This design comes from an exercise in tuning for small area, a short achievable clock period and few clock cycles per item on the open sky130 flow, not from production work.
RTL that was checked went through simulation tests only; none was proved equivalent to the original.
Only the layout flow was run in runs 3 to 6; the RTL was not checked for function there.
Power figures rest on the tool's default switching activity, not on a simulated workload.

[design/flow/flow/run.sh]
#!/bin/bash
# Standard ORFS layout (the standard.sh, unchanged synthesis), with the
# timing repair asked to leave setup slack for a shorter period than the
# 11 ns clock the constraints keep.
set -euo pipefail
MARGIN=$(cat flow/margin.txt)
bash standard.sh SETUP_SLACK_MARGIN=$MARGIN finish > flow_make.log 2>&1
[design/flow/flow/margin.txt]
7.7
[design/flow/standard.sh]
#!/bin/bash
# synth_recipe.tcl (not shown) runs the flow's synth.tcl, then flattens the netlist and writes it again
# the make line also repeats each setting of config.mk as NAME=value (left out here)
make -C /OpenROAD-flow-scripts/flow DESIGN_CONFIG=/design/flow/config.mk WORK_HOME=/design/flow/orfs CLKGATE_MAP_FILE= SYNTH_SCRIPT=/design/flow/synth_recipe.tcl "${@:-finish}"
[design/flow/config.mk]
export PLATFORM = sky130hd
export DESIGN_NAME = fxp_alu_pipe
export DESIGN_NICKNAME = fxp_alu_pipe
export VERILOG_FILES = /design/flow/design.v
export SDC_FILE = /design/flow/constraint.sdc
export NUM_CORES = 4
export LEC_CHECK = 0
export CAP_MARGIN = 20
export CORE_MARGIN = 2
export CORE_UTILIZATION = 40
export SLEW_MARGIN = 20
[design/flow/constraint.sdc]
create_clock -name core_clock -period 11.0 [get_ports {i_clk}]
set_input_delay 2.2000 -clock core_clock [delete_from_list [all_inputs] [get_ports {i_clk}]]
set_output_delay 2.2000 -clock core_clock [all_outputs]
set_load 0.01 [all_outputs]
[design/flow/design.v]
package fxp_alu_pkg;
  localparam int OP_ADD = 0;
  localparam int OP_SUB = 1;
  localparam int OP_MUL = 2;
  localparam int OP_ACC = 3;
  localparam int OP_MAC = 4;
  localparam int OP_CLR = 5;
  localparam int OP_XOR = 6;
  localparam int OP_ARS = 7;
  localparam int OP_CLZ = 8;
  localparam int OP_MAX = 9;
  localparam int OP_MIN = 10;
  function automatic logic signed [63:0] pos_max(
    input int w
  );
    pos_max = (64'sd1 <<< (w - 1)) - 64'sd1;
  endfunction
  function automatic logic signed [63:0] neg_max(
    input int w
  );
    neg_max = -(64'sd1 <<< (w - 1));
  endfunction
  function automatic logic signed [63:0] sat_val(
    input logic signed [63:0] v,
    input int w
  );
    if (v > pos_max(w)) sat_val = pos_max(w);
    else if (v < neg_max(w)) sat_val = neg_max(w);
    else sat_val = v;
  endfunction
  function automatic logic is_sat(
    input logic signed [63:0] v,
    input int w
  );
    is_sat = (v > pos_max(w)) || (v < neg_max(w));
  endfunction
  function automatic logic signed [63:0] round_shift(
    input logic signed [63:0] v,
    input int f
  );
    round_shift = (v + (64'sd1 <<< (f - 1))) >>> f;
  endfunction
endpackage
module fxp_acc_bank #(
  parameter int DEPTH = 16,
  parameter int W     = 21,
  parameter int IW    = $clog2(DEPTH)
) (
  input  logic          i_clk,
  input  logic          i_rst_n,
  input  logic [IW-1:0] i_rd_idx,
  output logic [W-1:0]  o_rd_data,
  input  logic          i_we,
  input  logic          i_clr,
  input  logic [IW-1:0] i_wr_idx,
  input  logic [W-1:0]  i_wr_data
);
  logic [DEPTH-1:0][W-1:0] mem_q;
  logic [DEPTH-1:0]        vld_q;
  always_ff @(posedge i_clk) begin
    for (int i = 0; i < DEPTH; i++)
      if (i_we && i_wr_idx == IW'(i)) mem_q[i] <= i_wr_data;
  end
  always_ff @(posedge i_clk or negedge i_rst_n) begin
    if (!i_rst_n) begin
      vld_q <= '0;
    end else begin
      for (int i = 0; i < DEPTH; i++)
        if ((i_we || i_clr) && i_wr_idx == IW'(i)) vld_q[i] <= i_we;
    end
  end
  assign o_rd_data = vld_q[i_rd_idx] ? mem_q[i_rd_idx] : '0;
endmodule
module fxp_alu_pipe #(
  parameter int INST_W    = 4,
  parameter int INT_W     = 6,
  parameter int FRAC_W    = 10,
  parameter int DATA_W    = INT_W + FRAC_W,
  parameter int ACC_DEPTH = 16,
  parameter int ACC_GUARD = 5
) (
  input  logic              i_clk,
  input  logic              i_rst_n,
  input  logic              i_in_valid,
  output logic              o_in_ready,
  input  logic [INST_W-1:0] i_inst,
  input  logic [DATA_W-1:0] i_data_a,
  input  logic [DATA_W-1:0] i_data_b,
  output logic              o_out_valid,
  input  logic              i_out_ready,
  output logic [DATA_W-1:0] o_data,
  output logic              o_sat
);
  localparam int ACC_W = DATA_W + ACC_GUARD;    
  localparam int SW    = ACC_W + 1;             
  localparam int PW    = 2 * DATA_W;            
  localparam int IDX_W = $clog2(ACC_DEPTH);
  logic       rdy_q;
  logic [2:0] cnt_q, cnt_d;
  logic       acc_in, pop;
  assign o_in_ready = rdy_q;
  assign acc_in     = i_in_valid & rdy_q;
  localparam int NPP = DATA_W / 2;
  logic              in_mac, in_arith, in_p1, in_m1;
  logic [NPP-1:0]    bneg_d, bone_d, btwo_d;
  logic [DATA_W-1:0] mx_d;
  assign in_mac   = (i_inst == INST_W'(fxp_alu_pkg::OP_MAC));
  assign in_p1    = (i_inst == INST_W'(fxp_alu_pkg::OP_ADD))
                  | (i_inst == INST_W'(fxp_alu_pkg::OP_ACC));
  assign in_m1    = (i_inst == INST_W'(fxp_alu_pkg::OP_SUB));
  assign in_arith = (i_inst <= INST_W'(fxp_alu_pkg::OP_MAC));
  assign mx_d = in_p1 ? (DATA_W'(1) << FRAC_W)
              : in_m1 ? -(DATA_W'(1) << FRAC_W) : i_data_a;
  always_comb begin
    logic b_hi, b_md, b_lo;
    for (int j = 0; j < NPP; j++) begin
      b_hi = i_data_b[2*j+1];
      b_md = i_data_b[2*j];
      b_lo = (j == 0) ? 1'b0 : i_data_b[2*j-1];
      bneg_d[j] = in_arith & b_hi & ~(b_md & b_lo);
      bone_d[j] = in_arith & (b_md ^ b_lo);
      btwo_d[j] = in_arith & ((b_hi & ~b_md & ~b_lo) | (~b_hi & b_md & b_lo));
    end
  end
  logic              r0_v;
  logic [INST_W-1:0] r0_op;
  logic [DATA_W-1:0] r0_a, r0_b, mx;
  logic [IDX_W-1:0]  idx0;
  logic [NPP-1:0]    bneg, bone, btwo;
  logic              is_accop, is_addsub;
  always_ff @(posedge i_clk or negedge i_rst_n) begin
    if (!i_rst_n) r0_v <= 1'b0;
    else          r0_v <= acc_in;
  end
  always_ff @(posedge i_clk) begin
    r0_op     <= i_inst;
    r0_a      <= i_data_a;
    r0_b      <= i_data_b;
    idx0      <= in_mac ? i_data_b[IDX_W-1:0] : i_data_a[IDX_W-1:0];
    bneg      <= bneg_d;
    bone      <= bone_d;
    btwo      <= btwo_d;
    mx        <= mx_d;
    is_accop  <= (i_inst == INST_W'(fxp_alu_pkg::OP_ACC)) | in_mac
               | (i_inst == INST_W'(fxp_alu_pkg::OP_CLR));
    is_addsub <= (i_inst == INST_W'(fxp_alu_pkg::OP_ADD))
               | (i_inst == INST_W'(fxp_alu_pkg::OP_SUB));
  end
  logic is_mul, is_acc, is_mac, is_clr;
  assign is_mul = (r0_op == INST_W'(fxp_alu_pkg::OP_MUL));
  assign is_acc = (r0_op == INST_W'(fxp_alu_pkg::OP_ACC));
  assign is_mac = (r0_op == INST_W'(fxp_alu_pkg::OP_MAC));
  assign is_clr = (r0_op == INST_W'(fxp_alu_pkg::OP_CLR));
  logic [PW-1:0] row [NPP + 1];
  always_comb begin
    logic [DATA_W:0] mag, pp;
    logic [PW-1:0] k;
    k = PW'(1) << (FRAC_W - 1);
    for (int j = 0; j < NPP; j++) begin
      mag  = ({(DATA_W+1){bone[j]}} & {mx[DATA_W-1], mx})
           | ({(DATA_W+1){btwo[j]}} & {mx, 1'b0});
      pp   = mag ^ {(DATA_W+1){bneg[j]}};
      row[j] = PW'({~pp[DATA_W], pp[DATA_W-1:0]}) << (2 * j);
      k = k - (PW'(1) << (DATA_W + 2 * j));
      k = k | (PW'(bneg[j]) << (2 * j));
    end
    row[NPP] = k;
  end
  function automatic logic [2*PW-1:0] csa(input logic [PW-1:0] x,
                                           input logic [PW-1:0] y,
                                           input logic [PW-1:0] z);
    logic [PW-1:0] s, c;
    s = x ^ y ^ z;
    c = ((x & y) | (x & z) | (y & z)) << 1;
    csa = {c, s};
  endfunction
  logic [PW-1:0] s1a, c1a, s1b, c1b, s1c, c1c;
  logic [PW-1:0] s2a, c2a, s2b, c2b, s3, c3, ps, pc;
  assign {c1a, s1a} = csa(row[0], row[1], row[2]);
  assign {c1b, s1b} = csa(row[3], row[4], row[5]);
  assign {c1c, s1c} = csa(row[6], row[7], row[8]);
  assign {c2a, s2a} = csa(s1a, c1a, s1b);
  assign {c2b, s2b} = csa(c1b, s1c, c1c);
  assign {c3, s3}   = csa(s2a, c2a, s2b);
  assign {pc, ps}   = csa(s3, c3, c2b);
  logic [DATA_W-1:0] misc;
  logic [4:0]        clz;
  logic              a_gt_b;
  always_comb begin
    clz = 5'(DATA_W);
    for (int i = 0; i < DATA_W; i++)
      if (r0_a[i]) clz = 5'(DATA_W - 1 - i);
    a_gt_b = $signed(r0_a) > $signed(r0_b);
    case (r0_op)
      INST_W'(fxp_alu_pkg::OP_XOR): misc = r0_a ^ r0_b;
      INST_W'(fxp_alu_pkg::OP_ARS): misc = DATA_W'($signed(r0_a) >>> r0_b[3:0]);
      INST_W'(fxp_alu_pkg::OP_CLZ): misc = DATA_W'(clz);
      INST_W'(fxp_alu_pkg::OP_MAX): misc = a_gt_b ? r0_a : r0_b;
      INST_W'(fxp_alu_pkg::OP_MIN): misc = a_gt_b ? r0_b : r0_a;
      default:                      misc = '0;
    endcase
  end
  logic [ACC_W-1:0] bank_rd, fwd, accv;
  logic [SW-1:0]    opnd_d;
  logic             hit;
  logic              r1_v, r1_wr, r1_clr, r1_m21, r1_m22;
  logic [IDX_W-1:0]  r1_idx;
  logic [PW-1:0]     r1_s, r1_c;
  logic [SW-1:0]     r1_opnd;
  logic [SW-1:0]     sum;
  assign hit  = r1_v & (r1_wr | r1_clr) & (r1_idx == idx0);
  assign fwd  = r1_clr ? '0 : sum[ACC_W-1:0];
  assign accv = hit ? fwd : bank_rd;
  always_comb begin
    if (is_accop)           opnd_d = SW'($signed(accv));
    else if (is_addsub)     opnd_d = SW'($signed(r0_a));
    else                    opnd_d = SW'(misc);
  end
  always_ff @(posedge i_clk or negedge i_rst_n) begin
    if (!i_rst_n) r1_v <= 1'b0;
    else          r1_v <= r0_v;
  end
  always_ff @(posedge i_clk) begin
    r1_wr   <= is_acc | is_mac;
    r1_clr  <= is_clr;
    r1_m21  <= is_accop;
    r1_m22  <= is_addsub | is_mul;
    r1_idx  <= idx0;
    r1_s    <= ps;
    r1_c    <= pc;
    r1_opnd <= opnd_d;
  end
  logic [PW-1:0] ts, tc, sum_full;
  assign {tc, ts}  = csa({r1_opnd, FRAC_W'(0)}, r1_s, r1_c);
  assign sum_full  = ts + tc;
  assign sum       = sum_full[PW-1:FRAC_W];
  fxp_acc_bank #(
    .DEPTH (ACC_DEPTH),
    .W     (ACC_W)
  ) u_bank (
    .i_clk     (i_clk),
    .i_rst_n   (i_rst_n),
    .i_rd_idx  (idx0),
    .o_rd_data (bank_rd),
    .i_we      (r1_v & r1_wr),
    .i_clr     (r1_v & r1_clr),
    .i_wr_idx  (r1_idx),
    .i_wr_data (sum[ACC_W-1:0])
  );
  localparam int HB = FRAC_W + DATA_W - 1;    
  localparam int NH = PW - HB;                
  logic [HB:0]   c_lo;
  logic          c15;
  logic [NH-1:0] hp, hor, hand;
  logic [NH-1:0] t0;
  logic [NH:0]   t1;
  logic          sat0, sat1, sgn0, sgn1, sat, sgn;
  logic [DATA_W-1:0] rdata;
  assign c_lo = {1'b0, ts[HB-1:0]} + {1'b0, tc[HB-1:0]};
  assign c15  = c_lo[HB];
  assign hp   = ts[PW-1:HB] ^ tc[PW-1:HB];
  assign hor  = ts[PW-2:HB-1] | tc[PW-2:HB-1];
  assign hand = ts[PW-2:HB-1] & tc[PW-2:HB-1];
  assign t0   = ts[PW-1:HB] + tc[PW-1:HB];
  assign t1   = {ts[PW-1:HB], 1'b1} + {tc[PW-1:HB], 1'b1};
  function automatic logic sat_c(input logic c, input logic [NH-1:0] p,
                                 input logic [NH-1:0] o, input logic [NH-1:0] n,
                                 input logic m21, input logic m22);
    logic z6, o6, z7, o7;
    z6 = (p[0] == c);
    o6 = (p[0] == ~c);
    for (int i = 1; i < NH - 1; i++) begin
      z6 = z6 & (p[i] == o[i]);
      o6 = o6 & (p[i] == ~n[i]);
    end
    z7 = z6 & (p[NH-1] == o[NH-1]);
    o7 = o6 & (p[NH-1] == ~n[NH-1]);
    sat_c = (m21 & ~(z6 | o6)) | (m22 & ~(z7 | o7));
  endfunction
  assign sat0  = sat_c(1'b0, hp, hor, hand, r1_m21, r1_m22);
  assign sat1  = sat_c(1'b1, hp, hor, hand, r1_m21, r1_m22);
  assign sgn0  = r1_m21 ? t0[NH-2] : t0[NH-1];
  assign sgn1  = r1_m21 ? t1[NH-1] : t1[NH];
  assign sat   = c15 ? sat1 : sat0;
  assign sgn   = c15 ? sgn1 : sgn0;
  assign rdata = sat ? {sgn, {(DATA_W-1){~sgn}}} : sum[DATA_W-1:0];
  localparam int QW = DATA_W + 1;
  logic          hv_q;
  logic [QW-1:0] head_q;
  logic [2:0][QW-1:0] buf_q;
  logic [2:0]    wp_q, rp_q;      
  logic [1:0]    nb_q;
  logic [QW-1:0] res, buf_rd;
  logic          head_free;
  assign res       = {sat, rdata};
  assign pop       = hv_q & i_out_ready;
  assign head_free = ~hv_q | pop;
  assign buf_rd    = ({QW{rp_q[0]}} & buf_q[0]) | ({QW{rp_q[1]}} & buf_q[1])
                   | ({QW{rp_q[2]}} & buf_q[2]);
  logic buf_push, buf_pop;
  assign buf_pop  = head_free & (nb_q != 2'd0);
  assign buf_push = r1_v & ~(head_free & (nb_q == 2'd0));
  always_ff @(posedge i_clk or negedge i_rst_n) begin
    if (!i_rst_n) begin
      hv_q <= 1'b0;
      wp_q <= 3'b001;
      rp_q <= 3'b001;
      nb_q <= 2'd0;
    end else begin
      if (head_free) hv_q <= r1_v | (nb_q != 2'd0);
      if (buf_push) wp_q <= {wp_q[1:0], wp_q[2]};
      if (buf_pop)  rp_q <= {rp_q[1:0], rp_q[2]};
      nb_q <= nb_q + 2'(buf_push) - 2'(buf_pop);
    end
  end
  always_ff @(posedge i_clk) begin
    if (head_free) head_q <= (nb_q != 2'd0) ? buf_rd : res;
    for (int i = 0; i < 3; i++)
      if (r1_v && wp_q[i]) buf_q[i] <= res;
  end
  assign o_out_valid = hv_q;
  assign o_data      = head_q[DATA_W-1:0];
  assign o_sat       = head_q[DATA_W];
  assign cnt_d = cnt_q + 3'(acc_in) - 3'(pop);
  always_ff @(posedge i_clk or negedge i_rst_n) begin
    if (!i_rst_n) begin
      cnt_q <= 3'd0;
      rdy_q <= 1'b1;
    end else begin
      cnt_q <= cnt_d;
      rdy_q <= ~cnt_d[2];
    end
  end
endmodule
==> key figures, run 1 <==
Critical path
  • Path depth of the worst reg2reg path: 12
  • Critical path capture point type: register
  • Critical path's top delay family: adder cells
  • Worst-path cell chain: fa_2 -> inv_2 -> ha_4 -> inv_2 -> fa_1 -> a2111oi_4 -> a22o_1 -> a211oi_4 -> mux2_4 -> buf_6 -> a21o_1 -> o21a_1
  • Bufs and invs on worst path: 3
  • CP most frequent cell: inv_2
  • Critical path type: register to register
  • Critical-path top delay cell: fa_2
  • CP max FO: 3
  • Reg2reg setup slack: 7500 ps
  • Crit path largest cell delay: 580 ps
  • Critical Path RT: 11,370 ps
  • Crit Reg-Reg Endpoint: head_q[12]
  • FF-to-FF Start: r1_opnd[15]
  • Crit path arrival time: 3870 ps
  • Critical Path Start Type: register

Pwr
  • VDD IR max: 0.202 mV
  • Logic pwr share: 42.0%
  • Total power: 10.2 mW
  • Static Leak: 12.9 nW
  • Net switching power: 3.70 mW
  • PD cells: 286 nW/µm²
  • Clk pwr share: 21.9%
  • P_int: 6.47 mW
  • Switching Fraction: 36.4%
  • Flop pwr share: 36.1%

STA
  • Unrepaired setup endpoints after global routing: true
  • Final hold viol count: 0
  • Clk_skew: 30.2 ps
  • FMAX: 285 MHz
  • Rel. slew slack: 39.1%
  • Max-slew violations: 0
  • Setup-failing EPs final: 0
  • Min Hold Slack: 355 ps
  • Tcrit/Tclk final: 31.8%
  • Minimum clock period: 3500 ps
  • Slew at the pin with the worst max-slew slack: 913 ps
  • Setup tns final: 0 ps

Yosys
  • Syn. warnings: 3
  • Mapped Cells: 2,150
  • EDFF count, synth: 404
  • Ys flop type: edfxtp_1
  • Post-synth ARST share: 5.13%
  • Syn Area/Cell: 14.0 µm²
  • Syn_nets: 2,419
  • Cell taking the most area after synthesis: edfxtp_1
  • Post-synthesis sequential area ratio: 54.1%
  • Top cells by area, synth: edfxtp_1 40%, dfxtp_1 11%, mux4_2 9.0%, fa_1 7.5%, ha_1 4.8%
  • Top cell type's share of synthesized area: 40.3%
  • Count of cell types in the netlist: 79
  • #FFs+latches synth: 604
  • Post-Syn Area: 30,100 µm²

Detailed routing
  • Number of vias per cell: 5.79
  • DRC Markers: 0
  • Wire length per cell: 25.8 µm
  • Iter 0 DRT Violations: 1,931
  • WL final: 84.5 mm
  • Vias post-DR: 18,977
  • Pre-Repair DR Iteration Count: 6
  • Routed Antenna Nets: 0

Global route
  • GR Util All Layers: 21.7%
  • GRT overflow: 0
  • Vias in the first global route: 19,306
  • Largest net degree at the start of global routing: 51
  • First-pass GRT wire length: 125 mm
  • Antenna violations before repair: 5

Finish
  • Layout cells sized above 1: 24.5%
  • Commonest non-fill, non-tap cell in the layout: edfxtp_1
  • Most frequent cells in the layout: 404 x edfxtp_1, 137 x a22oi_1, 134 x inv_1
  • Nets@finish: 2,525
  • Area grow syn2layout: 18.1%

Floorplan
  • Io pins: 59
  • Effective utilization at floorplan: 40.5%
  • Site Rows: 100
  • Die Span X: 278 µm
  • CORE AREA: 74,400 µm²
  • DIE AREA: 77,500 µm²
  • Die H: 278 µm

Flow run
  • Max Cap Viol: 0

Clock network
  • Clock latency (worst-skew pair): 630 ps
  • Total clock buffers created by CTS: 67
  • Clock Tree Buf Depth: 3
  • Clk root buf: clkbuf_16
  • H-tree Lvls: 3
  • CTS tree: built
  • Reg clk slew, reported paths: 60 ps
  • # clock sinks: 604

Min path
  • Hold EP: r1_v
  • Hold Path Class: register to register
  • Worst Hold Launch: r0_v
  • Worst Hold Depth: 0

Run status
  • Status: finished clean

Place
  • Port Buffers: 58
  • Placer congestion estimate: 0.905
  • Detailed Place HPWL: 53.1 mm
-- cell usage after synthesis (7+ instances only) --
master	instances
edfxtp_1	404
dfxtp_1	169
inv_1	141
a22oi_1	139
mux4_2	121
clkbuf_1	118
ha_1	116
fa_1	113
xnor2_1	98
nand2_1	85
o21ai_0	76
xor2_1	73
nor2_1	61
a21oi_1	59
and2_1	28
dfrtp_1	28
nand2b_1	27
a222oi_1	18
nand3_1	18
nor2b_1	16
mux2i_1	15
a221oi_1	14
mux2_2	14
a21o_1	13
a211oi_1	12
buf_2	12
nor3_1	11
nand4_1	10
a221o_1	9
nand3b_1	9
o22ai_1	9
a31oi_1	8
buf_1	7
nor3b_1	7
o211ai_1	7
-- power groups by stage --
stage               Sequential (mW)  Clock, mW  Combinational [mW]
global route                   3.70       2.35                4.61
finish                         3.68       2.23                4.27
CTS                            3.68       2.26                3.82
detailed placement             3.73          0                3.22
floorplan                      3.64          0                1.94
global placement               3.73          0                3.10
-- how the worst max path moves through the flow --
stage | start | end | slack [ps] | cells past startpoint
after floorplan | i_out_ready | rdy_q | 7480 | 9
after global placement | r1_opnd[2] | u_bank.mem_q[188] | 6580 | 9
after detailed placement | r1_opnd[2] | u_bank.mem_q[209] | 6540 | 9
after CTS | head_q[4] | o_data[4] | 7490 | 1
after global routing | r1_opnd[15] | head_q[0] | 7420 | 14
final | r1_opnd[15] | head_q[12] | 7500 | 12
-- registers in the layout, indices dropped and copies added (netlist names), 16 cells and up --
signal and cells:
buf_q 51, head_q 17, mx 16, r0_a 16, r0_b 16, r1_c 28, r1_opnd 21, r1_s 30
u_bank.mem_q 336, u_bank.vld_q 16
-- layout make-up --
cell class | count | area, µm²
fill | 6320 | 38900
sequential | 604 | 16500
multi-input combinational | 1260 | 13400
clock buffer | 88 | 1850
timing repair buffer | 178 | 1700
tap | 969 | 1210
inverter | 144 | 564
clock inverter | 32 | 352
timing repair inverter | 1 | 7.51
antenna | 1 | 2.50
-- metal layers --
| metal | routed length [µm] | up-vias | track usage, % |
|---|---|---|---|
| met5 | 39 | - | 0 |
| met4 | 2470 | 6 | 7.17 |
| li1 | - | 8210 | - |
| met1 | 34400 | 9805 | 29.3 |
| met3 | 6200 | 156 | 3.89 |
| met2 | 41300 | 800 | 35.5 |
-- worst register-to-register path, stage by stage (launching register included) --
cell and delay (ps):
dfxtp_4 360, fa_2 580, inv_2 60, ha_4 160, inv_2 50, fa_1 440, a2111oi_4 430, a22o_1 260
a211oi_4 60, mux2_4 370, buf_6 150, a21o_1 160, o21a_1 170
-- metrics by stage --
stage	std cells	setup WS [ps]	util, %	cell area [µm²]
after global placement	3079	6580	42.7	31800
after detailed placement	3079	6540	42.7	31800
after global routing	3276	7420	47.8	35600
final	3277	7500	47.8	35600
after CTS	3241	7490	46.8	34900
after floorplan	2150	7480	-	30200
-- timing repair --
item,in CTS,in global routing
hold buffers,0,0
pin swaps,31,19
cloned,3,4
buffers inserted,39,31
setup endpoints to repair,352,227
gates resized for setup,232,93
-- cell families (layout without fill, tap and decap cells) --
group	count (synthesis)	in the layout	share of synthesized area (%)
buffers and inverters	288	443	3.75
AND/OR/NAND/NOR	298	299	5.05
AO/OA/AOI/OAI	405	405	9.45
adder cells (fa/ha/maj)	229	229	12.3
flip-flops	604	604	54.1
multiplexers	153	154	10.2
XOR/XNOR	173	173	5.10
other	0	1	0
Testbench counts, summed over its fixed seeds: cycles 24,024, items 24,000.
==> run 2, diff against run 1 <==
==> design/flow/run.sh (new file) <==
#!/bin/bash
# synth_recipe.tcl (not shown) runs the flow's synth.tcl, then flattens the netlist and writes it again
# the make line also repeats each setting of config.mk as NAME=value (left out here)
make -C /OpenROAD-flow-scripts/flow DESIGN_CONFIG=/design/flow/config.mk WORK_HOME=/design/flow/orfs CLKGATE_MAP_FILE= SYNTH_SCRIPT=/design/flow/synth_recipe.tcl finish
removed: design/flow/flow/run.sh
removed: design/flow/flow/margin.txt
removed: design/flow/standard.sh
==> run 2 against run 1 <==
Net effect:
- core utilization decreased by 2.0 points
- power down 10%
- highest routed layer unchanged
- wire length fell by 4.2%
- synthesized cell count unchanged
- still clean on timing, DRC and antenna
- clock skew grew 25 ps
- die area stayed put
- largest power group is now registers
==> key figures, run 2 <==
Yosys
  • Most common cell in the netlist: edfxtp_1
  • Post-Syn Area: 30,100 µm²
  • Post-synth ARST share: 5.13%
  • Top cell type's share of synthesized area: 40.3%
  • Count of cell types in the netlist: 79
  • Syn Area/Cell: 14.0 µm²
  • Syn. warnings: 3
  • #FFs+latches synth: 604
  • Top cells by area, synth: edfxtp_1 40%, dfxtp_1 11%, mux4_2 9.0%, fa_1 7.5%, ha_1 4.8%
  • Syn_nets: 2,419
  • Mapped Cells: 2,150
  • Most frequent cells after synthesis: 404 x edfxtp_1, 169 x dfxtp_1, 141 x inv_1
  • Post-synthesis sequential area ratio: 54.1%
  • Ys flop type: edfxtp_1
  • Cell taking the most area after synthesis: edfxtp_1
  • EDFF count, synth: 404

Finish
  • Area grow syn2layout: 13.1%
  • Biggest regs: u_bank.mem_q (336), buf_q (51), r1_s (30)
  • Finished layout cell area: 34,100 µm²
  • Number of diodes: 0
  • Max reg flops: 336
  • Util after Layout: 45.8%
  • Layout cells sized above 1: 15.0%
  • Commonest non-fill, non-tap cell in the layout: edfxtp_1
  • Most frequent cells in the layout: 404 x edfxtp_1, 164 x dfxtp_1, 141 x inv_1
  • Nets@finish: 2,451
  • Largest Register: u_bank.mem_q

Clock network
  • Clock latency (worst-skew pair): 630 ps
  • # clock sinks: 604
  • H-tree Lvls: 3
  • Clk root buf: clkbuf_16
  • Post-CTS Setup Inserts: 0
  • CTS tree: built
  • Total clock buffers created by CTS: 69
  • CTS-repair resized insts: 0
  • Post-CTS Hold Fix Bufs: 0
  • Clock Tree Buf Depth: 3
  • Reg clk slew, reported paths: 60 ps

Detailed routing
  • Pre-Repair DR Iteration Count: 5
  • DRC Markers: 0
  • Wire length per cell: 25.3 µm
  • Number of vias per cell: 5.74
  • WL final: 80.9 mm
  • Routed Antenna Nets: 0
  • Iter 0 DRT Violations: 1,994
  • Vias post-DR: 18,396

Min path
  • Hold EP: r1_v
  • Worst Hold Depth: 0
  • Worst Hold Launch: r0_v
  • Hold Path Class: register to register

Global route
  • GR Util All Layers: 21.1%
  • First-pass GRT wire length: 123 mm
  • Vias in the first global route: 19,303
  • Largest net degree at the start of global routing: 65
  • Antenna violations before repair: 2
  • GRT overflow: 0

Critical path
  • Critical Path Start Type: register
  • FF-to-FF Start: r1_s[7]
  • Reg2reg setup slack: 6740 ps
  • CP max FO: 16
  • Crit path arrival time: 4480 ps
  • Critical path type: register to register
  • Critical Path RT: 11,230 ps
  • Path depth of the worst reg2reg path: 9
  • Critical path capture point type: register
  • Crit Reg-Reg Endpoint: u_bank.mem_q[134]

Pwr
  • Switching Fraction: 35.2%
  • Logic pwr share: 34.1%
  • VDD IR max: 0.201 mV
  • P_int: 5.93 mW
  • Static Leak: 12.3 nW
  • Flop pwr share: 40.3%
  • PD cells: 269 nW/µm²
  • Clk pwr share: 25.6%
  • Net switching power: 3.22 mW

Floorplan
  • CORE AREA: 74,400 µm²
  • Site Rows: 100
  • Effective utilization at floorplan: 40.5%
  • Io pins: 59
  • Die Span X: 278 µm
  • Die H: 278 µm
  • DIE AREA: 77,500 µm²

Place
  • Placed cell area: 31,700 µm²
  • Placer congestion estimate: 0.934
  • Detailed Place HPWL: 52.4 mm
  • Port Buffers: 58

STA
  • Final hold viol count: 0
  • Tcrit/Tclk final: 38.7%
  • FMAX: 235 MHz
  • Min Hold Slack: 356 ps
  • Max-slew violations: 0
  • Rel. slew slack: 29.3%
  • Setup-failing EPs final: 0
  • Unrepaired setup endpoints after global routing: false
  • Minimum clock period: 4260 ps
  • Slew at the pin with the worst max-slew slack: 1060 ps
  • Clk_skew: 54.9 ps
  • Setup tns final: 0 ps

Run status
  • Status: finished clean

Flow run
  • Max Cap Viol: 0
-- run 2: critical path, stage by stage (launching register included) --
cell	delay, ps
dfxtp_1	300
ha_1	280
ha_1	300
nand4_1	80
o21ai_0	700
a31oi_1	350
o31ai_1	610
o31ai_1	150
xor2_1	680
inv_1	430
-- run 2: worst max-delay path by stage --
stage                      startpoint                end  cells past startpoint
after floorplan           i_out_ready              rdy_q                      9
after global placement    i_out_ready              rdy_q                     10
after detailed placement      r1_s[7]  u_bank.mem_q[335]                      9
after CTS                     r1_s[7]  u_bank.mem_q[209]                      9
after global routing          r1_s[7]  u_bank.mem_q[134]                      9
final                         r1_s[7]  u_bank.mem_q[134]                      9
-- run 2: logic make-up (layout without fill, tap and decap cells) --
| family | Yosys count | after routing | share of synthesized area, % |
|---|---|---|---|
| XOR/XNOR | 173 | 173 | 5.10 |
| AND/OR/NAND/NOR | 298 | 298 | 5.05 |
| AO/OA/AOI/OAI | 405 | 405 | 9.45 |
| adder cells (fa/ha/maj) | 229 | 229 | 12.3 |
| buffers and inverters | 288 | 372 | 3.75 |
| flip-flops | 604 | 604 | 54.1 |
| multiplexers | 153 | 153 | 10.2 |
-- run 2: through the flow --
stage	power (mW)	setup slack, ps	std cells
finish	9.16	6740	3203
global route	9.68	6560	3203
CTS	9.20	6730	3203
detailed placement	6.82	6710	3080
global placement	6.68	6810	3079
floorplan	5.57	7370	2150
-- run 2: routing by layer --
layer  wire (µm)  part of all wire, %  GRT usage (%)  vias to the layer above
met5          28                0.035              0                        -
met4        2840                  3.5           7.87                        4
met3        5630                  7.0           3.93                      181
met2       38500                   48           34.0                      738
met1       34000                   42           28.6                     9410
li1            -                    -              -                     8063
-- run 2: power groups by stage --
stage	Combinational (mW)	Sequential, mW	Clock, mW
finish	3.12	3.69	2.35
global route	3.49	3.71	2.48
CTS	3.12	3.69	2.40
detailed placement	3.09	3.73	0
global placement	2.96	3.73	0
floorplan	1.93	3.64	0
-- run 2: area by class of cell --
class	instances	area (µm²)
Clock buffer	89	1830
Clock inverter	34	477
Tap cell	969	1210
Fill cell	6497	40400
Multi-Input combinational cell	1258	12800
Sequential cell	604	16300
Timing Repair Buffer	105	933
Inverter	144	541
==> run 3, diff against run 2 <==
--- a/design/flow/design.v
+++ b/design/flow/design.v
@@ -102,5 +102,5 @@
   assign acc_in     = i_in_valid & rdy_q;
   localparam int NPP = DATA_W / 2;
-  logic              in_mac, in_arith, in_p1, in_m1;
+  logic              in_mac, in_arith, in_p1, in_m1, is_addsub_d;
   logic [NPP-1:0]    bneg_d, bone_d, btwo_d;
   logic [DATA_W-1:0] mx_d;
@@ -109,4 +109,5 @@
                   | (i_inst == INST_W'(fxp_alu_pkg::OP_ACC));
   assign in_m1    = (i_inst == INST_W'(fxp_alu_pkg::OP_SUB));
+  assign is_addsub_d = (i_inst == INST_W'(fxp_alu_pkg::OP_ADD)) | in_m1;
   assign in_arith = (i_inst <= INST_W'(fxp_alu_pkg::OP_MAC));
   assign mx_d = in_p1 ? (DATA_W'(1) << FRAC_W)
@@ -125,5 +126,5 @@
   logic              r0_v;
   logic [INST_W-1:0] r0_op;
-  logic [DATA_W-1:0] r0_a, r0_b, mx;
+  logic [DATA_W-1:0] aux, mx;
   logic [IDX_W-1:0]  idx0;
   logic [NPP-1:0]    bneg, bone, btwo;
@@ -135,6 +136,5 @@
   always_ff @(posedge i_clk) begin
     r0_op     <= i_inst;
-    r0_a      <= i_data_a;
-    r0_b      <= i_data_b;
+    aux       <= (is_addsub_d) ? i_data_a : i_data_b;
     idx0      <= in_mac ? i_data_b[IDX_W-1:0] : i_data_a[IDX_W-1:0];
     bneg      <= bneg_d;
@@ -144,6 +144,5 @@
     is_accop  <= (i_inst == INST_W'(fxp_alu_pkg::OP_ACC)) | in_mac
                | (i_inst == INST_W'(fxp_alu_pkg::OP_CLR));
-    is_addsub <= (i_inst == INST_W'(fxp_alu_pkg::OP_ADD))
-               | (i_inst == INST_W'(fxp_alu_pkg::OP_SUB));
+    is_addsub <= is_addsub_d;
   end
   logic is_mul, is_acc, is_mac, is_clr;
@@ -190,12 +189,12 @@
     clz = 5'(DATA_W);
     for (int i = 0; i < DATA_W; i++)
-      if (r0_a[i]) clz = 5'(DATA_W - 1 - i);
-    a_gt_b = $signed(r0_a) > $signed(r0_b);
+      if (mx[i]) clz = 5'(DATA_W - 1 - i);
+    a_gt_b = $signed(mx) > $signed(aux);
     case (r0_op)
-      INST_W'(fxp_alu_pkg::OP_XOR): misc = r0_a ^ r0_b;
-      INST_W'(fxp_alu_pkg::OP_ARS): misc = DATA_W'($signed(r0_a) >>> r0_b[3:0]);
+      INST_W'(fxp_alu_pkg::OP_XOR): misc = mx ^ aux;
+      INST_W'(fxp_alu_pkg::OP_ARS): misc = DATA_W'($signed(mx) >>> aux[3:0]);
       INST_W'(fxp_alu_pkg::OP_CLZ): misc = DATA_W'(clz);
-      INST_W'(fxp_alu_pkg::OP_MAX): misc = a_gt_b ? r0_a : r0_b;
-      INST_W'(fxp_alu_pkg::OP_MIN): misc = a_gt_b ? r0_b : r0_a;
+      INST_W'(fxp_alu_pkg::OP_MAX): misc = a_gt_b ? mx : aux;
+      INST_W'(fxp_alu_pkg::OP_MIN): misc = a_gt_b ? aux : mx;
       default:                      misc = '0;
     endcase
@@ -214,5 +213,5 @@
   always_comb begin
     if (is_accop)           opnd_d = SW'($signed(accv));
-    else if (is_addsub)     opnd_d = SW'($signed(r0_a));
+    else if (is_addsub)     opnd_d = SW'($signed(aux));
     else                    opnd_d = SW'(misc);
   end
==> design/flow/flow/run.sh (new file) <==
#!/bin/bash
# Standard ORFS layout (the standard.sh, unchanged synthesis), with the
# timing repair asked to leave setup slack for a shorter period than the
# 11 ns clock the constraints keep.
set -euo pipefail
MARGIN=$(cat flow/margin.txt)
bash standard.sh SETUP_SLACK_MARGIN=$MARGIN finish > flow_make.log 2>&1
==> design/flow/flow/margin.txt (new file) <==
7.7
==> design/flow/standard.sh (new file) <==
#!/bin/bash
# synth_recipe.tcl (not shown) runs the flow's synth.tcl, then flattens the netlist and writes it again
# the make line also repeats each setting of config.mk as NAME=value (left out here)
make -C /OpenROAD-flow-scripts/flow DESIGN_CONFIG=/design/flow/config.mk WORK_HOME=/design/flow/orfs CLKGATE_MAP_FILE= SYNTH_SCRIPT=/design/flow/synth_recipe.tcl "${@:-finish}"
removed: design/flow/run.sh
==> run 3 against run 2 <==
Net effect:
- hold slack hardly changed
- cell count increased by 3.2%
- sequential power down 5%
- synthesized cell count is 1.4% higher
- sequential share of layout area down 2.1 points
- critical endpoint is now head_q[13]
- via count grew 2.4%
==> key figures, run 3 <==
STA
  • Tcrit/Tclk final: 33.1%
  • Rel. slew slack: 32.8%
  • Slew at the pin with the worst max-slew slack: 1000 ps
  • Minimum clock period: 3640 ps
  • Setup-failing EPs final: 0
  • Unrepaired setup endpoints after global routing: true
  • Setup tns final: 0 ps
  • Max-slew violations: 0
  • Clk_skew: 38.4 ps
  • Worst setup margin: 7360 ps
  • Final hold viol count: 0
  • FMAX: 275 MHz

Detailed routing
  • WL final: 81.8 mm
  • Iter 0 DRT Violations: 2,010
  • Number of vias per cell: 5.70
  • Wire length per cell: 24.8 µm
  • Routed Antenna Nets: 0
  • Vias post-DR: 18,843
  • Pre-Repair DR Iteration Count: 6
  • DRC Markers: 0

Yosys
  • Syn. warnings: 3
  • Post-synth ARST share: 5.27%
  • Most common cell in the netlist: edfxtp_1
  • Top cells by area, synth: edfxtp_1 41%, dfxtp_1 10%, mux4_2 8.4%, fa_1 7.6%, ha_1 4.9%
  • Mapped Cells: 2,181
  • Syn_nets: 2,450
  • Syn Area/Cell: 13.7 µm²
  • Most frequent cells after synthesis: 404 x edfxtp_1, 153 x dfxtp_1, 150 x inv_1
  • Count of cell types in the netlist: 66
  • EDFF count, synth: 404
  • Post-synthesis sequential area ratio: 53.5%
  • Top cell type's share of synthesized area: 40.6%
  • Cell taking the most area after synthesis: edfxtp_1
  • Ys flop type: edfxtp_1
  • Post-Syn Area: 29,900 µm²
  • #FFs+latches synth: 588

Global route
  • First-pass GRT wire length: 121 mm
  • Vias in the first global route: 19,275
  • GR Util All Layers: 20.8%
  • Largest net degree at the start of global routing: 43
  • GRT overflow: 0
  • Antenna violations before repair: 4

Place
  • Placed cell area: 31,700 µm²
  • Port Buffers: 58
  • Placer congestion estimate: 0.953
  • Pre-CTS setup slack: 6550 ps
  • Detailed Place HPWL: 51.0 mm

Floorplan
  • CORE AREA: 74,200 µm²
  • Effective utilization at floorplan: 40.2%
  • Io pins: 59
  • Site Rows: 100
  • Die Span X: 277 µm
  • Die H: 277 µm
  • DIE AREA: 76,900 µm²

Critical path
  • Critical Path Start Type: register
  • Critical Path RT: 11,390 ps
  • Path depth of the worst reg2reg path: 11
  • Critical path type: register to register
  • Critical path capture point type: register
  • CP max FO: 5
  • Reg2reg setup slack: 7360 ps
  • Crit path arrival time: 4030 ps

Clock network
  • # clock sinks: 588
  • Post-CTS Hold Fix Bufs: 0
  • CTS tree: built
  • Clk root buf: clkbuf_16
  • Clock latency (worst-skew pair): 640 ps
  • Total clock buffers created by CTS: 59
  • Reg clk slew, reported paths: 60 ps
  • H-tree Lvls: 2
  • Clock Tree Buf Depth: 3

Pwr
  • P_int: 6.14 mW
  • VDD IR max: 0.188 mV
  • Static Leak: 12.9 nW
  • Clk pwr share: 21.2%
  • Switching Fraction: 35.7%
  • Flop pwr share: 36.8%
  • Net switching power: 3.40 mW
  • PD cells: 271 nW/µm²
  • Logic pwr share: 42.0%

Flow run
  • Max Cap Viol: 0

Run status
  • Status: finished clean

Finish
  • Commonest non-fill, non-tap cell in the layout: edfxtp_1
  • Finished layout cell area: 35,200 µm²
  • Area grow syn2layout: 17.9%
  • Biggest regs: u_bank.mem_q (336), buf_q (51), r1_s (30)
  • Most frequent cells in the layout: 404 x edfxtp_1, 147 x inv_1, 117 x a22oi_1
  • Max reg flops: 336
  • Nets@finish: 2,556
  • Layout cells sized above 1: 23.4%
  • FILL cells: 6,470
  • Largest Register: u_bank.mem_q
  • Number of diodes: 0

Min path
  • Hold Path Class: register to register
  • Worst Hold Depth: 0
## run 3: path summary, 6_finish.rpt
kind,from,endpoint
worst min register to register,r0_v,r1_v
worst max register to register,r1_opnd[0],head_q[13]
max in group asynchronous,i_rst_n,wp_q[0]
min in group asynchronous,i_rst_n,hv_q
worst min-delay path,r0_v,r1_v
worst max-delay path,r1_opnd[0],head_q[13]
## run 3: layout make-up
| class | instances | area [µm²] | share of cell area [%] |
|---|---|---|---|
| clock buffer | 88 | 1670 | 4.76 |
| clock inverter | 21 | 274 | 0.778 |
| inverter | 154 | 598 | 1.70 |
| multi-input combinational | 1297 | 13400 | 38.1 |
| sequential | 588 | 16100 | 45.7 |
| tap | 969 | 1210 | 3.44 |
| timing repair buffer | 187 | 1950 | 5.53 |
## run 3: what timing repair did
item,4_1_cts,5_1_grt
resized for setup,179,114
pin swaps,21,25
gates cloned,2,6
setup buffers,23,39
endpoints found under the setup margin,248,227
## run 3: worst max-delay path, cell delays in order, from the launching register on
cell	delay (ps)
dfxtp_4	380
fa_1	510
ha_4	300
nand3_2	80
or3_4	410
and4_4	220
or3_4	380
a221o_1	390
nand3_4	180
inv_4	70
mux2_4	320
o21a_1	190
## run 3: stage by stage
step / std cells / utilization, % / hold WS (ps) / total power, mW
final: 3304 / 47.4 / 357 / 9.54
after global routing: 3304 / 47.4 / 363 / 10.0
after CTS: 3259 / 46.2 / 355 / 9.15
after detailed placement: 3125 / 42.8 / 340 / 6.79
after global placement: 3125 / 42.8 / 338 / 6.70
after floorplan: 2181 / - / 326 / 5.43
## run 3: cell families (layout without fill, tap and decap cells)
family	count (synthesis)	after routing	share of synthesized area [%]
simple gates	303	303	4.92
flops	588	588	53.5
compound gates	424	424	9.81
mux	167	167	10.4
fa+ha+maj	229	229	12.4
xor+xnor	174	174	5.15
buf+inv	296	450	3.77
## run 3: per-layer routing
| layer | GRT usage, % | part of all wire (%) |
|---|---|---|
| met5 | 0 | 0 |
| met4 | 6.17 | 2.8 |
| met3 | 2.75 | 5.9 |
| met2 | 35.6 | 50 |
| met1 | 27.6 | 41 |
## run 3: power by group through the flow
stage / clock network, mW / logic [mW] / registers [mW]
floorplan: 0 / 1.92 / 3.51
global placement: 0 / 3.15 / 3.55
detailed placement: 0 / 3.23 / 3.56
CTS: 2.06 / 3.58 / 3.51
global route: 2.14 / 4.34 / 3.53
finish: 2.02 / 4.01 / 3.51
==> run 4, diff against run 3 <==
--- a/design/flow/design.v
+++ b/design/flow/design.v
@@ -44,15 +44,14 @@
 module fxp_acc_bank #(
   parameter int DEPTH = 16,
-  parameter int W     = 21,
-  parameter int IW    = $clog2(DEPTH)
+  parameter int W     = 21
 ) (
-  input  logic          i_clk,
-  input  logic          i_rst_n,
-  input  logic [IW-1:0] i_rd_idx,
-  output logic [W-1:0]  o_rd_data,
-  input  logic          i_we,
-  input  logic          i_clr,
-  input  logic [IW-1:0] i_wr_idx,
-  input  logic [W-1:0]  i_wr_data
+  input  logic             i_clk,
+  input  logic             i_rst_n,
+  input  logic [DEPTH-1:0] i_rd_sel,
+  output logic [W-1:0]     o_rd_data,
+  input  logic             i_we,
+  input  logic             i_clr,
+  input  logic [DEPTH-1:0] i_wr_sel,
+  input  logic [W-1:0]     i_wr_data
 );
   logic [DEPTH-1:0][W-1:0] mem_q;
@@ -60,5 +59,5 @@
   always_ff @(posedge i_clk) begin
     for (int i = 0; i < DEPTH; i++)
-      if (i_we && i_wr_idx == IW'(i)) mem_q[i] <= i_wr_data;
+      if (i_we && i_wr_sel[i]) mem_q[i] <= i_wr_data;
   end
   always_ff @(posedge i_clk or negedge i_rst_n) begin
@@ -67,8 +66,12 @@
     end else begin
       for (int i = 0; i < DEPTH; i++)
-        if ((i_we || i_clr) && i_wr_idx == IW'(i)) vld_q[i] <= i_we;
+        if ((i_we || i_clr) && i_wr_sel[i]) vld_q[i] <= i_we;
     end
   end
-  assign o_rd_data = vld_q[i_rd_idx] ? mem_q[i_rd_idx] : '0;
+  always_comb begin
+    o_rd_data = '0;
+    for (int i = 0; i < DEPTH; i++)
+      o_rd_data = o_rd_data | ({W{i_rd_sel[i] & vld_q[i]}} & mem_q[i]);
+  end
 endmodule
 module fxp_alu_pipe #(
@@ -240,9 +243,9 @@
     .i_clk     (i_clk),
     .i_rst_n   (i_rst_n),
-    .i_rd_idx  (idx0),
+    .i_rd_sel  (ACC_DEPTH'(1) << idx0),
     .o_rd_data (bank_rd),
     .i_we      (r1_v & r1_wr),
     .i_clr     (r1_v & r1_clr),
-    .i_wr_idx  (r1_idx),
+    .i_wr_sel  (ACC_DEPTH'(1) << r1_idx),
     .i_wr_data (sum[ACC_W-1:0])
   );
==> run 4 against run 3 <==
Net effect:
- sequential share of layout area increased by 0.83 points
- hold slack got worse by 8.4 ps
- worst setup slack improved by 130 ps
- sequential power increased by 2%
- critical path type is now register to output pin
- die area decreased by 1.4%
- cell count increased by 4.7%
- largest power group unchanged
==> key figures, run 4 <==
Critical path
  • Bufs and invs on worst path: 1
  • Critical Path Start Type: register
  • Path depth of the worst reg2reg path: 11
  • CP max FO: 2
  • Critical Path RT: 8800 ps
  • FF-to-FF Start: r1_c[26]
  • Critical path's top delay family: flip-flops
  • Critical path capture point type: output pin
  • Crit path largest cell delay: 550 ps
  • Crit Reg-Reg Endpoint: head_q[0]
  • Critical path type: register to output pin
  • Reg2reg setup slack: 7510 ps
  • Worst-path cell chain: buf_6
  • Critical-path top delay cell: dfstp_2
  • Crit path arrival time: 1310 ps

Yosys
  • Most frequent cells after synthesis: 404 x edfxtp_1, 271 x a22oi_1, 154 x nand2_1
  • Most common cell in the netlist: edfxtp_1
  • Cell taking the most area after synthesis: edfxtp_1
  • EDFF count, synth: 404
  • #FFs+latches synth: 588
  • Syn Area/Cell: 12.4 µm²
  • Post-Syn Area: 29,500 µm²
  • Post-synth ARST share: 5.27%
  • Syn. warnings: 3
  • Post-synthesis sequential area ratio: 54.2%
  • Mapped Cells: 2,381
  • Top cell type's share of synthesized area: 41.2%
  • Top cells by area, synth: edfxtp_1 41%, dfxtp_1 10%, fa_1 7.7%, a22oi_1 6.9%, ha_1 4.9%
  • Ys flop type: edfxtp_1
  • Syn_nets: 2,650
  • Count of cell types in the netlist: 74

Floorplan
  • CORE AREA: 73,000 µm²
  • DIE AREA: 75,800 µm²
  • Site Rows: 99
  • Io pins: 59
  • Die H: 275 µm
  • Die Span X: 275 µm
  • Effective utilization at floorplan: 40.4%

Finish
  • Layout cells sized above 1: 17.8%
  • Commonest non-fill, non-tap cell in the layout: edfxtp_1
  • Area grow syn2layout: 16.8%
  • Largest Register: u_bank.mem_q
  • Biggest regs: u_bank.mem_q (336), buf_q (51), r1_s (30)
  • Util after Layout: 47.2%
  • Max reg flops: 336
  • Most frequent cells in the layout: 404 x edfxtp_1, 270 x a22oi_1, 146 x inv_1
  • Nets@finish: 2,720
  • Number of diodes: 0
  • FILL cells: 6,378
  • Finished layout cell area: 34,400 µm²

STA
  • Slew at the pin with the worst max-slew slack: 1140 ps
  • Rel. slew slack: 23.1%
  • FMAX: 285 MHz
  • Minimum clock period: 3510 ps
  • Tcrit/Tclk final: 31.9%
  • Clk_skew: 47.3 ps
  • Final hold viol count: 0
  • Unrepaired setup endpoints after global routing: true
  • Setup-failing EPs final: 0
  • Setup tns final: 0 ps
  • Max-slew violations: 0

Pwr
  • Total power: 9.79 mW
  • Switching Fraction: 36.4%
  • PD cells: 285 nW/µm²
  • Net switching power: 3.57 mW
  • P_int: 6.22 mW
  • Clk pwr share: 20.6%
  • Static Leak: 12.9 nW
  • Logic pwr share: 42.9%
  • Flop pwr share: 36.4%
  • VDD IR max: 0.391 mV

Global route
  • First-pass GRT wire length: 129 mm
  • Antenna violations before repair: 0
  • Largest net degree at the start of global routing: 32
  • GR Util All Layers: 22.9%
  • GRT overflow: 0
  • Vias in the first global route: 20,313

Detailed routing
  • WL final: 86.5 mm
  • DRC Markers: 0
  • Wire length per cell: 25.0 µm
  • Iter 0 DRT Violations: 2,208
  • Routed Antenna Nets: 0
  • Number of vias per cell: 5.86
  • Vias post-DR: 20,269
  • Pre-Repair DR Iteration Count: 7

Clock network
  • Clock latency (worst-skew pair): 650 ps
  • Reg clk slew, reported paths: 60 ps
  • Clk root buf: clkbuf_16
  • Clock Tree Buf Depth: 3
  • CTS tree: built
  • # clock sinks: 588
  • H-tree Lvls: 2
  • Total clock buffers created by CTS: 58

Min path
  • Worst Hold Depth: 0
  • Hold Path Class: register to register
  • Worst Hold Launch: r0_v
  • Hold EP: r1_v

Place
  • Placed cell area: 31,400 µm²
  • Placer congestion estimate: 0.886
  • Detailed Place HPWL: 55.4 mm
  • Port Buffers: 58

Run status
  • Status: finished clean

Flow run
  • Max Cap Viol: 0
run 4: kinds of logic (layout without fill, tap and decap cells):
group / count (synthesis) / count (layout) / synth area share (%)
compound gates: 587 / 587 / 14.3
mux: 65 / 66 / 2.65
buf+inv: 305 / 421 / 3.98
simple gates: 433 / 435 / 7.01
fa+ha+maj: 229 / 229 / 12.6
xor+xnor: 174 / 174 / 5.23
flops: 588 / 588 / 54.2
run 4: what timing repair did:
item                                    in CTS  in global routing
cloned                                       4                  1
pin swaps                                   37                 31
hold buffers                                 0                  0
buffers inserted                            22                  8
endpoints found under the setup margin     241                212
gates resized for setup                    183                 82
run 4: area by class of cell:
class	count	area, µm²	share of cell area, %
inverters	151	577	1.68
well taps	959	1200	3.49
clock inverters	33	292	0.847
flip-flops and latches	588	16000	46.5
repair buffers	161	1480	4.31
multi-input cells	1491	13200	38.3
clock buffers	76	1680	4.87
run 4: layer usage:
layer  track usage [%]  part of all wire, %  wire length [µm]
met5                 0                    0                 0
met4              9.80                  3.9              3370
met3              4.05                  9.0              7810
met2              35.5                   46             39800
met1              31.6                   41             35500
run 4: metrics by stage:
stage	setup slack, ps	cells	hold WS (ps)
after global placement	6840	3315	335
after global routing	7420	3459	367
after detailed placement	6670	3315	336
final	7490	3459	348
after CTS	7460	3450	350
after floorplan	7480	2381	331
run 4: worst max path at each step:
| stage | to | slack, ps | cells after the start | start |
|---|---|---|---|---|
| 2_1_floorplan | rdy_q | 7480 | 9 | i_out_ready |
| 3_3_place_gp | rdy_q | 6840 | 10 | i_out_ready |
| 3_5_place_dp | buf_q[3] | 6670 | 11 | r1_s[12] |
| 4_1_cts | o_in_ready | 7460 | 1 | rdy_q |
| 5_1_grt | head_q[2] | 7420 | 10 | r1_opnd[18] |
| 6_report | o_in_ready | 7490 | 1 | rdy_q |
run 4: power groups by stage:
| stage | logic (mW) | registers [mW] | clock network (mW) |
|---|---|---|---|
| after floorplan | 2.06 | 3.59 | 0 |
| after global placement | 3.20 | 3.62 | 0 |
| after detailed placement | 3.31 | 3.62 | 0 |
| after CTS | 3.91 | 3.57 | 2.05 |
| after global routing | 4.56 | 3.59 | 2.14 |
| final | 4.20 | 3.57 | 2.02 |
==> run 5, diff against run 4 <==
--- a/design/flow/config.mk
+++ b/design/flow/config.mk
@@ -9,3 +9,4 @@
 export CORE_MARGIN = 2
 export CORE_UTILIZATION = 40
+export CTS_BUF_LIST = sky130_fd_sc_hd__clkbuf_4 sky130_fd_sc_hd__clkbuf_8
 export SLEW_MARGIN = 20
==> run 5 against run 4 <==
Net effect:
- still clean on timing, DRC and antenna
- combinational power rose by 6.7%
- non-clock buffer count rose by 13
- via count rose by 1.5%
- wire length rose by 0.97%
- sequential cell count did not move
- area after synthesis did not move
- design area rose by 0.68%
- maximum frequency fell by 0.71%
- synthesized cell count did not move
- count of clock-buffer cells in the layout rose by 62
- die area did not move
- power rose by 2.5%
- critical path type unchanged
- critical endpoint unchanged
==> key figures, run 5 <==
Finish
  • Largest Register: u_bank.mem_q
  • Nets@finish: 2,768
  • Most frequent cells in the layout: 404 x edfxtp_1, 270 x a22oi_1, 145 x inv_1
  • Util after Layout: 47.5%
  • Biggest regs: u_bank.mem_q (336), buf_q (51), r1_s (30)
  • Commonest non-fill, non-tap cell in the layout: edfxtp_1
  • Area grow syn2layout: 17.6%
  • Finished layout cell area: 34,600 µm²
  • Max reg flops: 336
  • FILL cells: 6,402
  • Layout cells sized above 1: 20.4%

Global route
  • GR Util All Layers: 23.0%
  • First-pass GRT wire length: 130 mm
  • Antenna violations before repair: 2
  • Vias in the first global route: 20,505
  • GRT overflow: 0
  • Largest net degree at the start of global routing: 32

Place
  • Placer congestion estimate: 0.886
  • Port Buffers: 58
  • Placed cell area: 31,400 µm²
  • Pre-CTS setup slack: 6670 ps
  • Detailed Place HPWL: 55.4 mm

Detailed routing
  • Iter 0 DRT Violations: 2,076
  • Number of vias per cell: 5.81
  • Wire length per cell: 24.7 µm
  • Pre-Repair DR Iteration Count: 7
  • Vias post-DR: 20,565
  • DRC Markers: 0
  • Routed Antenna Nets: 0
  • WL final: 87.3 mm

Critical path
  • Crit path arrival time: 1340 ps
  • Worst-path cell chain: buf_6
  • Critical-path top delay cell: dfstp_2
  • Critical path capture point type: output pin
  • Critical path type: register to output pin
  • Worst setup endpoint: o_in_ready
  • Path depth of the worst reg2reg path: 12
  • Critical Path Start Type: register
  • Crit path largest cell delay: 540 ps
  • Worst Setup SP: rdy_q
  • Crit path depth: 1
  • CP max FO: 2
  • Crit Reg-Reg Endpoint: head_q[0]
  • Reg2reg setup slack: 7560 ps
  • Critical path's top delay family: flip-flops
  • FF-to-FF Start: r1_s[26]
  • Bufs and invs on worst path: 1
  • Critical Path RT: 8800 ps

Run status
  • Status: finished clean

Yosys
  • Syn Area/Cell: 12.4 µm²
  • Ys flop type: edfxtp_1
  • Syn. warnings: 3
  • Post-synthesis sequential area ratio: 54.2%
  • Post-Syn Area: 29,500 µm²
  • EDFF count, synth: 404
  • Syn_nets: 2,650
  • Top cell type's share of synthesized area: 41.2%
  • Cell taking the most area after synthesis: edfxtp_1
  • Count of cell types in the netlist: 74
  • #FFs+latches synth: 588
  • Top cells by area, synth: edfxtp_1 41%, dfxtp_1 10%, fa_1 7.7%, a22oi_1 6.9%, ha_1 4.9%
  • Most common cell in the netlist: edfxtp_1
  • Mapped Cells: 2,381
  • Post-synth ARST share: 5.27%
  • Most frequent cells after synthesis: 404 x edfxtp_1, 271 x a22oi_1, 154 x nand2_1

Floorplan
  • CORE AREA: 73,000 µm²
  • Die H: 275 µm
  • Io pins: 59
  • Effective utilization at floorplan: 40.4%
  • Site Rows: 99
  • Die Span X: 275 µm
  • DIE AREA: 75,800 µm²

STA
  • Final hold viol count: 0
  • Unrepaired setup endpoints after global routing: true
  • Tcrit/Tclk final: 32.1%
  • FMAX: 283 MHz
  • Clk_skew: 52.8 ps
  • Max-slew violations: 0
  • Minimum clock period: 3540 ps
  • Setup tns final: 0 ps
  • Rel. slew slack: 32.4%
  • Slew at the pin with the worst max-slew slack: 1010 ps
  • Setup-failing EPs final: 0
  • Worst setup margin: 7460 ps

Pwr
  • Static Leak: 13.0 nW
  • Total power: 10.0 mW
  • PD cells: 290 nW/µm²
  • VDD IR max: 0.414 mV

Clock network
  • Clk root buf: clkbuf_8
  • CTS tree: built
  • Reg clk slew, reported paths: 60 ps
  • Total clock buffers created by CTS: 93
  • Clock latency (worst-skew pair): 710 ps
  • H-tree Lvls: 3
  • # clock sinks: 588
  • Clock Tree Buf Depth: 3

Min path
  • Hold Path Class: register to register

Flow run
  • Max Cap Viol: 0
-- run 5: changes by cell type in the layout (fill, tap and decap cells not counted), sizes merged --
| cell | before | now |
|---|---|---|
| clkinv | 20 | 24 |
| clkdlybuf4s50 | 37 | 38 |
| dlymetal6s2s | 1 | 0 |
| buf | 122 | 133 |
| clkinvlp | 2 | 1 |
| bufinv | 3 | 5 |
| diode | 0 | 2 |
| clkbuf | 76 | 140 |
| inv | 159 | 155 |
-- run 5: how the worst min path moves through the flow --
stage               start    to  slack [ps]  depth (start not counted)
finish               r0_v  r1_v         350                          0
global route         r0_v  r1_v         360                          0
CTS                  r0_v  r1_v         350                          0
detailed placement   r0_v  r1_v         340                          0
global placement     r0_v  r1_v         330                          0
floorplan            r0_v  r1_v         330                          0
-- run 5: final cells by class --
class                   instances  area [µm²]  area share, %
clock inverters                34         332          0.957
well taps                     959        1200           3.46
multi-input cells            1491       13200           38.2
repair buffers                174        1600           4.63
clock buffers                 138        1680           4.85
diodes                          2        5.00         0.0144
inverters                     151         574           1.66
flip-flops and latches        588       16000           46.2
-- run 5: logic make-up after synthesis --
family,count (synthesis),share of synthesized area (%)
compound gates,587,14.3
xor+xnor,174,5.23
fa+ha+maj,229,12.6
buf+inv,305,3.98
flops,588,54.2
mux,65,2.65
simple gates,433,7.01
-- run 5: where the power goes --
group | internal, mW | total (mW) | switching [mW] | leakage [nW]
logic | 1.82 | 4.48 | 2.66 | 6.63
registers | 3.44 | 3.57 | 0.133 | 5.36
clock network | 1.11 | 1.98 | 0.874 | 1.06
total | 6.37 | 10.0 | 3.67 | 13.0
-- run 5: timing repair --
item,CTS,global route
pin swaps,26,37
hold buffers,0,0
gates cloned,3,3
resized for setup,161,105
setup buffers,21,21
setup endpoints to repair,227,212
-- run 5: through the flow --
| stage | hold WS [ps] | std cells |
|---|---|---|
| final | 345 | 3537 |
| after global routing | 365 | 3536 |
| after CTS | 348 | 3511 |
| after detailed placement | 336 | 3315 |
| after global placement | 335 | 3315 |
| after floorplan | 331 | 2381 |
-- run 5: worst reg2reg max path: stages, from the launching register on --
cell and delay [ps]:
dfxtp_2 340, fa_2 480, ha_4 180, fa_2 390
a31oi_4 240, o21ai_2 90, xor2_1 150, mux2i_1 210
nand2_1 70, mux4_2 530, buf_12 170, or2_4 320
o211ai_1 120
-- run 5: per-layer routing --
metal | routed length (µm) | global-route usage [%]
met3 | 7330 | 3.41
met2 | 40700 | 36.6
met1 | 36400 | 32.0
met4 | 2860 | 8.14
met5 | 0 | 0
==> run 6, diff against run 5 <==
--- a/design/flow/design.v
+++ b/design/flow/design.v
@@ -326,11 +326,7 @@
   assign cnt_d = cnt_q + 3'(acc_in) - 3'(pop);
   always_ff @(posedge i_clk or negedge i_rst_n) begin
-    if (!i_rst_n) begin
-      cnt_q <= 3'd0;
-      rdy_q <= 1'b1;
-    end else begin
-      cnt_q <= cnt_d;
-      rdy_q <= ~cnt_d[2];
-    end
+    if (!i_rst_n) cnt_q <= 3'd0;
+    else          cnt_q <= cnt_d;
   end
+  always_ff @(posedge i_clk) rdy_q <= ~cnt_d[2];
 endmodule
--- a/design/flow/config.mk
+++ b/design/flow/config.mk
@@ -9,4 +9,3 @@
 export CORE_MARGIN = 2
 export CORE_UTILIZATION = 40
-export CTS_BUF_LIST = sky130_fd_sc_hd__clkbuf_4 sky130_fd_sc_hd__clkbuf_8
 export SLEW_MARGIN = 20
==> run 6 against run 5 <==
Net effect:
- still clean on timing, DRC and antenna
- sequential share of layout area shrank 0.21 points
- global-route usage increased by 0.18 points
- clock power decreased by 2%
- area after synthesis decreased by 0.13%
- wire length up 1.6%
- highest routed layer is now met5
==> key figures, run 6 <==
Run status
  • Status: finished clean

STA
  • Setup-failing EPs final: 0
  • Clk_skew: 58.1 ps
  • Slew at the pin with the worst max-slew slack: 1160 ps
  • Final hold viol count: 0
  • Worst setup margin: 7360 ps
  • Max-slew violations: 0
  • Minimum clock period: 3640 ps
  • FMAX: 274 MHz
  • Unrepaired setup endpoints after global routing: true
  • Min Hold Slack: 366 ps
  • Tcrit/Tclk final: 33.1%
  • Rel. slew slack: 22.2%
  • Setup tns final: 0 ps

Yosys
  • Ys flop type: edfxtp_1
  • Largest family of logic cells by synthesized area: compound AO/OA/AOI/OAI gates
  • Post-synth ARST share: 5.10%
  • Mapped Cells: 2,373
  • Syn Area/Cell: 12.4 µm²
  • Post-synthesis mux area share: 2.64%
  • Most frequent cells after synthesis: 404 x edfxtp_1, 266 x a22oi_1, 165 x inv_1
  • Top cell type's share of synthesized area: 41.2%
  • Area share of fa/ha/maj cells after synthesis: 12.6%
  • Synth Area in Simple Gates: 6.49%
  • Post-Synth XOR/XNOR Area: 5.20%
  • Cell taking the most area after synthesis: edfxtp_1
  • Top cells by area, synth: edfxtp_1 41%, dfxtp_1 10%, fa_1 7.7%, a22oi_1 6.8%, ha_1 4.9%
  • Most common cell in the netlist: edfxtp_1
  • Post-Syn Area: 29,400 µm²
  • EDFF count, synth: 404
  • Syn. warnings: 3
  • Compound-Gate Fraction of Synth Area: 14.6%
  • Post-synthesis sequential area ratio: 54.3%
  • Syn_nets: 2,642
  • #FFs+latches synth: 588
  • Count of cell types in the netlist: 70

Detailed routing
  • Routed Antenna Nets: 0
  • Iter 0 DRT Violations: 2,481
  • Vias post-DR: 20,263
  • M1 WL: 36.5 mm
  • Pre-Repair DR Iteration Count: 6
  • Wire length per cell: 25.6 µm
  • Max Used Layer: met5
  • Met2 wire len: 42.3 mm
  • Met3 Routed Length: 6.84 mm
  • Number of vias per cell: 5.84
  • WL final: 88.8 mm
  • DRC Markers: 0

Clock network
  • Reg clk slew, reported paths: 60 ps
  • Post-CTS Hold Fix Bufs: 0
  • Clock Tree Buf Depth: 3
  • H-tree Lvls: 2
  • Total clock buffers created by CTS: 60
  • Clk root buf: clkbuf_16
  • # clock sinks: 588
  • Clock latency (worst-skew pair): 680 ps
  • CTS tree: built

Flow run
  • Max Cap Viol: 0

Global route
  • Antenna violations before repair: 2
  • First-pass GRT wire length: 130 mm
  • GRT overflow: 0
  • Largest net degree at the start of global routing: 38
  • Vias in the first global route: 19,979
  • GR Util All Layers: 23.2%

Finish
  • Layout cells sized above 1: 19.3%
  • Largest Register: u_bank.mem_q
  • Nets@finish: 2,731
  • Most frequent cells in the layout: 404 x edfxtp_1, 266 x a22oi_1, 153 x inv_1
  • Number of diodes: 0
  • Area grow syn2layout: 18.4%
  • Commonest non-fill, non-tap cell in the layout: edfxtp_1
  • Biggest regs: u_bank.mem_q (336), buf_q (51), r1_s (30)
  • Finished layout cell area: 34,800 µm²
  • Max reg flops: 336

Critical path
  • CP max FO: 6
  • Crit path arrival time: 4140 ps
  • Critical path capture point type: register
  • Critical path type: register to register
  • Critical Path RT: 11,500 ps
  • Reg2reg setup slack: 7360 ps
  • Critical Path Start Type: register

Place
  • Pre-CTS setup slack: 6260 ps
  • Port Buffers: 58
  • Placed cell area: 31,100 µm²
  • Placer congestion estimate: 0.868
  • Detailed Place HPWL: 54.0 mm

Floorplan
  • Io pins: 59
  • Site Rows: 99
  • CORE AREA: 72,800 µm²
  • Die Span X: 275 µm
  • Die H: 275 µm
  • Effective utilization at floorplan: 40.4%
  • DIE AREA: 75,700 µm²

Min path
  • Hold Path Class: register to register

Pwr
  • Static Leak: 12.9 nW
  • PD cells: 285 nW/µm²
  • VDD IR max: 0.157 mV
[run 6: power breakdown]
part / total [mW] / switching (mW) / leakage [nW] / internal [mW]
Sequential: 3.57 / 0.131 / 5.36 / 3.44
Combinational: 4.43 / 2.72 / 6.55 / 1.71
Clock: 1.94 / 0.879 / 0.937 / 1.06
Total: 9.94 / 3.74 / 12.9 / 6.21
[run 6: path summary, 6_finish.rpt]
| path | from | end | cells past startpoint |
|---|---|---|---|
| max | r1_s[25] | head_q[10] | 11 |
| min reg2reg | r0_v | r1_v | 0 |
| max in group asynchronous | i_rst_n | rp_q[0] | 2 |
| min in group asynchronous | i_rst_n | cnt_q[2] | 2 |
| max reg2reg | r1_s[25] | head_q[10] | 11 |
| min | r0_v | r1_v | 0 |
[run 6: timing repair]
item	CTS	global route
endpoints found under the setup margin	416	301
pin swaps	33	27
buffers inserted	37	29
hold endpoints to repair	0	0
gates cloned	4	2
resized for setup	246	97
[run 6: routing by layer]
metal  GRT usage [%]  vias up
li1                -     8924
met1            31.9    10169
met2            38.3      995
met3            2.49      173
met4            7.58        2
met5               0        -
[run 6: kinds of logic (layout without fill, tap and decap cells)]
kind of cell | Yosys count | count (layout)
AOI/OAI and AO/OA | 613 | 616
DFF | 588 | 588
xor gates and xnor gates | 172 | 172
muxes | 56 | 56
buffers and inverters | 314 | 449
and+or+nand+nor | 401 | 401
adders and majority gates | 229 | 229
[run 6: layout make-up]
class,instances,area (µm²)
sequential,588,16000
clock inverter,34,250
timing repair buffer,172,1660
clock buffer,77,1650
multi-input combinational,1474,13400
fill,6399,38000
inverter,166,658
tap,959,1200
[run 6: critical path, cell delays in order, from the launching register on]
cell	delay (ps)
dfxtp_2	320
fa_1	550
inv_1	50
ha_2	180
inv_2	60
fa_2	460
or3_4	400
a2bb2oi_4	210
or4b_4	650
o31a_4	250
o21ai_4	210
o21a_1	160
[run 6: through the flow]
step / cells / total power [mW] / util [%]
after floorplan: 2373 / 5.60 / -
after global placement: 3287 / 6.65 / 42.7
after detailed placement: 3287 / 6.76 / 42.7
after CTS: 3439 / 9.48 / 46.9
after global routing: 3470 / 10.4 / 47.8
final: 3470 / 9.94 / 47.8

==> afterwards: timing with drivers on the ports <==
The flow's constraints put no driver on any port. The routed layouts listed below were extracted and timed again, unchanged, in two steps. Step 1: set_driving_cell puts a clkbuf_16 on i_clk and a buf_2 on each other input, an assumption about the parent block. Step 2 also shifts input and output timing later by t, the mid clock arrival at the registers, as if the neighbouring blocks saw the same clock. Slacks: ideal ports / drivers / drivers and shift; pairs: ideal ports / drivers.
run	t (ns)	slack for setup (ns)	hold slack, ns	worst setup path at the end	clock arrival spread, ns
run 1	0.678	7.497 / 7.470 / 7.129	0.355 / 0.355 / 0.355	input to register	0.030 / 0.031
run 2	0.670	6.744 / 6.744 / 6.667	0.356 / 0.356 / 0.356	input to register	0.056 / 0.055
run 3	0.680	7.362 / 7.362 / 7.071	0.357 / 0.357 / 0.357	input to register	0.040 / 0.040
run 4	0.696	7.490 / 7.420 / 7.124	0.348 / 0.348 / 0.348	input to register	0.051 / 0.051
run 5	0.746	7.465 / 7.405 / 6.953	0.345 / 0.345 / 0.345	input to register	0.053 / 0.053
run 6	0.707	7.357 / 7.357 / 7.156	0.366 / 0.366 / 0.366	input to register	0.058 / 0.058
After both steps setup and hold are still met in every run listed. For run 5, which loses most, drivers alone change the setup slack by -0.060 ns; drivers and shift together by -0.512 ns.
